This design comes from an exercise in tuning for small area, a short achievable clock period and few clock cycles per item on the open sky130 flow, not from production work.
Where RTL was checked, it was by simulation tests only, not by an equivalence proof against the original.

## north
==> flow/design.v <==
`timescale 1ns / 1ps
package ctt_pkg;
	localparam int SLOTW   = 4;
	localparam int TASKW   = 8;
	localparam int CNTW    = 16;
	localparam int SLOTINW = 3;
	localparam int STATW   = 2;
	typedef enum logic [1:0] {
		FUNC_TICK     = 2'd0,
		FUNC_ADD      = 2'd1,
		FUNC_DELETE   = 2'd2,
		FUNC_DISPATCH = 2'd3
	} func_t;
	typedef enum logic [STATW-1:0] {
		ST_OK    = 2'd0,
		ST_FULL  = 2'd1,
		ST_EMPTY = 2'd2
	} status_t;
	typedef struct packed {
		logic             valid;
		logic [TASKW-1:0] task_id;
		logic [CNTW-1:0]  delay;
		logic [CNTW-1:0]  period;
		logic             run;
	} slot_rec_t;
endpackage
`timescale 1ns / 1ps
module ctt_cell (
	input  logic               clk,
	input  logic               arst_n,
	input  logic               shift,
	input  ctt_pkg::slot_rec_t d,
	output ctt_pkg::slot_rec_t q
);
	ctt_pkg::slot_rec_t rec_q;
	always_ff @(posedge clk or negedge arst_n) begin
		if (!arst_n) begin
			rec_q <= '0;
		end else if (shift) begin
			rec_q <= d;
		end
	end
	assign q = rec_q;
endmodule
`timescale 1ns / 1ps
module cooperative_task_timer_table #(
	parameter int MAX_TASKS = 8
) (
	input  logic        clk,
	input  logic        arst_n,
	input  logic        s_tvalid,
	output logic        s_tready,
	input  logic [47:0] s_tdata,   
	input  logic [1:0]  s_tuser,   
	output logic        m_tvalid,
	input  logic        m_tready,
	output logic [15:0] m_tdata,   
	output logic [0:0]  m_tuser,   
	output logic        m_tlast
);
	localparam int N    = MAX_TASKS;
	localparam int TW   = ctt_pkg::TASKW;
	localparam int CW   = ctt_pkg::CNTW;
	localparam int NB   = CW / 4;                         
	localparam int SW   = ctt_pkg::SLOTW;
	localparam int BW   = SW + TW + ctt_pkg::STATW + 2;   
	logic [N-1:0]         valid_q;
	logic [N-1:0]         run_q;
	logic [N-1:0][TW-1:0] tid_q;
	logic [N-1:0][CW-1:0] ndly_q;    
	logic [N-1:0][CW-1:0] per_q;
	logic [N-1:0]         z_q;       
	logic                 disp_q;    
	logic                 m_v_q;
	logic [BW-1:0]        m_q;
	logic                 out_free;   
	logic                 acc;
	logic                 do_tick, do_add, do_del, do_disp;
	logic                 disp_go;
	logic [N-1:0]         due;
	logic [N-1:0]         add_sel;
	logic [N-1:0]         disp_sel;
	logic [N-1:0]         del_sel;
	logic [SW-1:0]        add_idx;
	logic [SW-1:0]        disp_idx;
	logic [TW-1:0]        disp_tid;
	logic                 any_free;
	logic                 any_due;
	logic                 more_due;
	logic [BW-1:0]        beat;
	logic                 in_z;      
	assign out_free = !m_v_q || m_tready;
	assign s_tready = !disp_q && out_free;
	assign acc      = s_tvalid && s_tready;
	assign do_tick  = acc && (s_tuser == 2'd0);
	assign do_add   = acc && (s_tuser == 2'd1);
	assign do_del   = acc && (s_tuser == 2'd2);
	assign do_disp  = acc && (s_tuser == 2'd3);
	assign disp_go  = do_disp || (disp_q && out_free);
	assign due      = valid_q & run_q;
	assign in_z     = (s_tdata[23:8] == '0);
	always_comb begin
		add_sel  = '0;
		disp_sel = '0;
		add_idx  = SW'(N);
		disp_idx = '0;
		disp_tid = '0;
		any_free = 1'b0;
		any_due  = 1'b0;
		more_due = 1'b0;
		for (int i = N - 1; i >= 0; i--) begin
			if (!valid_q[i]) begin
				add_sel  = '0;
				add_sel[i] = 1'b1;
				add_idx  = SW'(i);
				any_free = 1'b1;
			end
		end
		for (int i = N - 1; i >= 0; i--) begin
			if (due[i]) begin
				more_due = any_due;
				disp_sel = '0;
				disp_sel[i] = 1'b1;
				disp_idx = SW'(i);
				disp_tid = tid_q[i];
				any_due  = 1'b1;
			end
		end
	end
	always_comb begin
		del_sel = '0;
		del_sel[s_tdata[42:40]] = 1'b1;
	end
	always_comb begin
		beat = {1'b1, 1'b0, ctt_pkg::ST_OK, TW'(0), SW'(0)};
		if (disp_q || s_tuser == 2'd3) begin
			if (any_due) beat = {!more_due, 1'b1, ctt_pkg::ST_OK, disp_tid, disp_idx};
		end else if (s_tuser == 2'd1) begin
			beat = {1'b1, 1'b0, any_free ? ctt_pkg::ST_OK : ctt_pkg::ST_FULL, TW'(0), add_idx};
		end else if (s_tuser == 2'd2) begin
			beat = {1'b1, 1'b0, valid_q[s_tdata[42:40]] ? ctt_pkg::ST_OK : ctt_pkg::ST_EMPTY,
			        TW'(0), SW'(s_tdata[42:40])};
		end
	end
	for (genvar i = 0; i < N; i++) begin : g_slot
		logic [CW-1:0] dly;         
		logic          zero;        
		logic          load;        
		logic          t_rl;        
		logic          t_dec;       
		logic          keep;        
		logic [CW-1:0] bor;         
		logic [CW-1:0] nxt;         
		logic          pzero;       
		logic          one;         
		assign dly   = ~ndly_q[i];
		assign zero  = z_q[i];
		assign pzero = (per_q[i] == '0);
		assign one   = (dly == CW'(1));
		assign load  = do_add && add_sel[i];
		assign t_rl  = do_tick && zero;
		assign t_dec = do_tick;
		assign keep  = !(t_rl || load);
		for (genvar j = 0; j < CW; j++) begin : g_bor
			assign bor[j] = (j == 0) ? 1'b1 : (dly[j > 0 ? j - 1 : 0 : 0] == '0);
		end
		assign nxt = dly ^ ({CW{t_dec}} & bor);
		always_ff @(posedge clk) begin
			ndly_q[i] <= ~(({CW{t_rl}} & per_q[i]) | ({CW{load}} & s_tdata[23:8]) |
			               ({CW{keep}} & nxt));
			z_q[i]    <= (t_rl && pzero) || (load && in_z) || (keep && (do_tick ? one : zero));
		end
		always_ff @(posedge clk or negedge arst_n) begin
			if (!arst_n) begin
				valid_q[i] <= 1'b0;
			end else if (load) begin
				valid_q[i] <= 1'b1;
			end else if ((do_del && del_sel[i]) || (disp_go && disp_sel[i] && pzero)) begin
				valid_q[i] <= 1'b0;
			end
		end
		always_ff @(posedge clk) begin
			if (t_rl) begin
				run_q[i] <= 1'b1;
			end
			if (load) begin
				tid_q[i] <= s_tdata[7:0];
				per_q[i] <= s_tdata[39:24];
				run_q[i] <= 1'b0;
			end
			if (disp_go && disp_sel[i]) begin
				run_q[i] <= 1'b0;
			end
		end
	end
	always_ff @(posedge clk or negedge arst_n) begin
		if (!arst_n) begin
			disp_q <= 1'b0;
			m_v_q  <= 1'b0;
		end else begin
			if (disp_go) begin
				disp_q <= more_due;
			end
			if (out_free) begin
				m_v_q <= acc || disp_q;
			end
		end
	end
	always_ff @(posedge clk) begin
		if (out_free) begin
			m_q <= beat;
		end
	end
	assign m_tvalid   = m_v_q;
	assign m_tdata    = {2'b00, m_q[SW+TW+1:0]};
	assign m_tuser[0] = m_q[BW-2];
	assign m_tlast    = m_q[BW-1];
endmodule
Settings: LEC_CHECK=0, CAP_MARGIN=20, CORE_MARGIN=2, CORE_UTILIZATION=60, CTS_CLUSTER_DIAMETER=100, CTS_CLUSTER_SIZE=24, SETUP_SLACK_MARGIN=1.8, SLEW_MARGIN=20; clock period 4.0 ns.
run.sh (not shown) runs the stock make flow with config.mk's settings and CLKGATE_MAP_FILE= SYNTH_SCRIPT=/design/flow/synth_recipe.tcl, a recipe that flattens the netlist after the stock synthesis.
Testbench counts of north, summed over its fixed seeds: cycles 13,323, items 12,000.
What south does differently from north at the input level:
--- a/flow/design.v
+++ b/flow/design.v
@@ -65,7 +65,7 @@
 	localparam int SW   = ctt_pkg::SLOTW;
 	localparam int BW   = SW + TW + ctt_pkg::STATW + 2;   
 	logic [N-1:0]         valid_q;
-	logic [N-1:0]         run_q;
+	logic [N-1:0]         run_q;     
 	logic [N-1:0][TW-1:0] tid_q;
 	logic [N-1:0][CW-1:0] ndly_q;    
 	logic [N-1:0][CW-1:0] per_q;
@@ -97,7 +97,7 @@
 	assign do_del   = acc && (s_tuser == 2'd2);
 	assign do_disp  = acc && (s_tuser == 2'd3);
 	assign disp_go  = do_disp || (disp_q && out_free);
-	assign due      = valid_q & run_q;
+	assign due      = run_q;
 	assign in_z     = (s_tdata[23:8] == '0);
 	always_comb begin
 		add_sel  = '0;
@@ -179,17 +179,19 @@
 				valid_q[i] <= 1'b0;
 			end
 		end
+		always_ff @(posedge clk or negedge arst_n) begin
+			if (!arst_n) begin
+				run_q[i] <= 1'b0;
+			end else if (load || (do_del && del_sel[i]) || (disp_go && disp_sel[i])) begin
+				run_q[i] <= 1'b0;
+			end else if (t_rl && valid_q[i]) begin
+				run_q[i] <= 1'b1;
+			end
+		end
 		always_ff @(posedge clk) begin
-			if (t_rl) begin
-				run_q[i] <= 1'b1;
-			end
 			if (load) begin
 				tid_q[i] <= s_tdata[7:0];
 				per_q[i] <= s_tdata[39:24];
-				run_q[i] <= 1'b0;
-			end
-			if (disp_go && disp_sel[i]) begin
-				run_q[i] <= 1'b0;
 			end
 		end
 	end
==> run summary <==
Portion of netlist area occupied by mux cells delta (north -> south): insignificant
Taking north as the reference point, the final critical-path required period of south rises by 0.035 ns.
Compared with north, in south total die area fell by about 1%, met3 wire length fell by about 0.7%, placed instance area stayed essentially flat.
Achievable frequency was lower in south than in north.
Setup WNS north -> south: worse
On south: share of the clock period used by the worst path after layout is 0.87 points higher than what north gave.
Via count, north and south, lower one = south.
Compared with north, in south final cell count increased about 1%, wire length the detailed router placed on met1 went down.
south vs. north: wire length of the first global-routing pass went down by about 1.7%.
Function not checked in south: the RTL went through the layout flow alone.

==> what the ideal ports hide <==
How much do the figures lean on ideal ports? The routed layouts below were timed once more, with nothing changed but the port constraints.
Step 1, drivers: a clkbuf_16 drives clk and a buf_2 each remaining input, both assumed.
Step 2, shift: input delay + t, output delay - t, t = (earliest + latest rising clock arrival at the registers) / 2. This alone moves slack from input paths to output paths.
Three values: ideal, step 1, step 2; two values: the first two.
run | t (ns) | setup WS [ns] | clock arrival spread, ns | worst data-port slew with drivers (ns)
north | 0.579 | 1.764 / 1.712 / 1.296 | 0.030 / 0.030 | 0.07
south | 0.581 | 1.729 / 1.742 / 1.161 | 0.031 / 0.030 | 0.05
After both steps setup and hold are still met in every run listed. The setup slack of south, which loses most, moves by +0.013 ns with the drivers and by -0.568 ns with both steps.
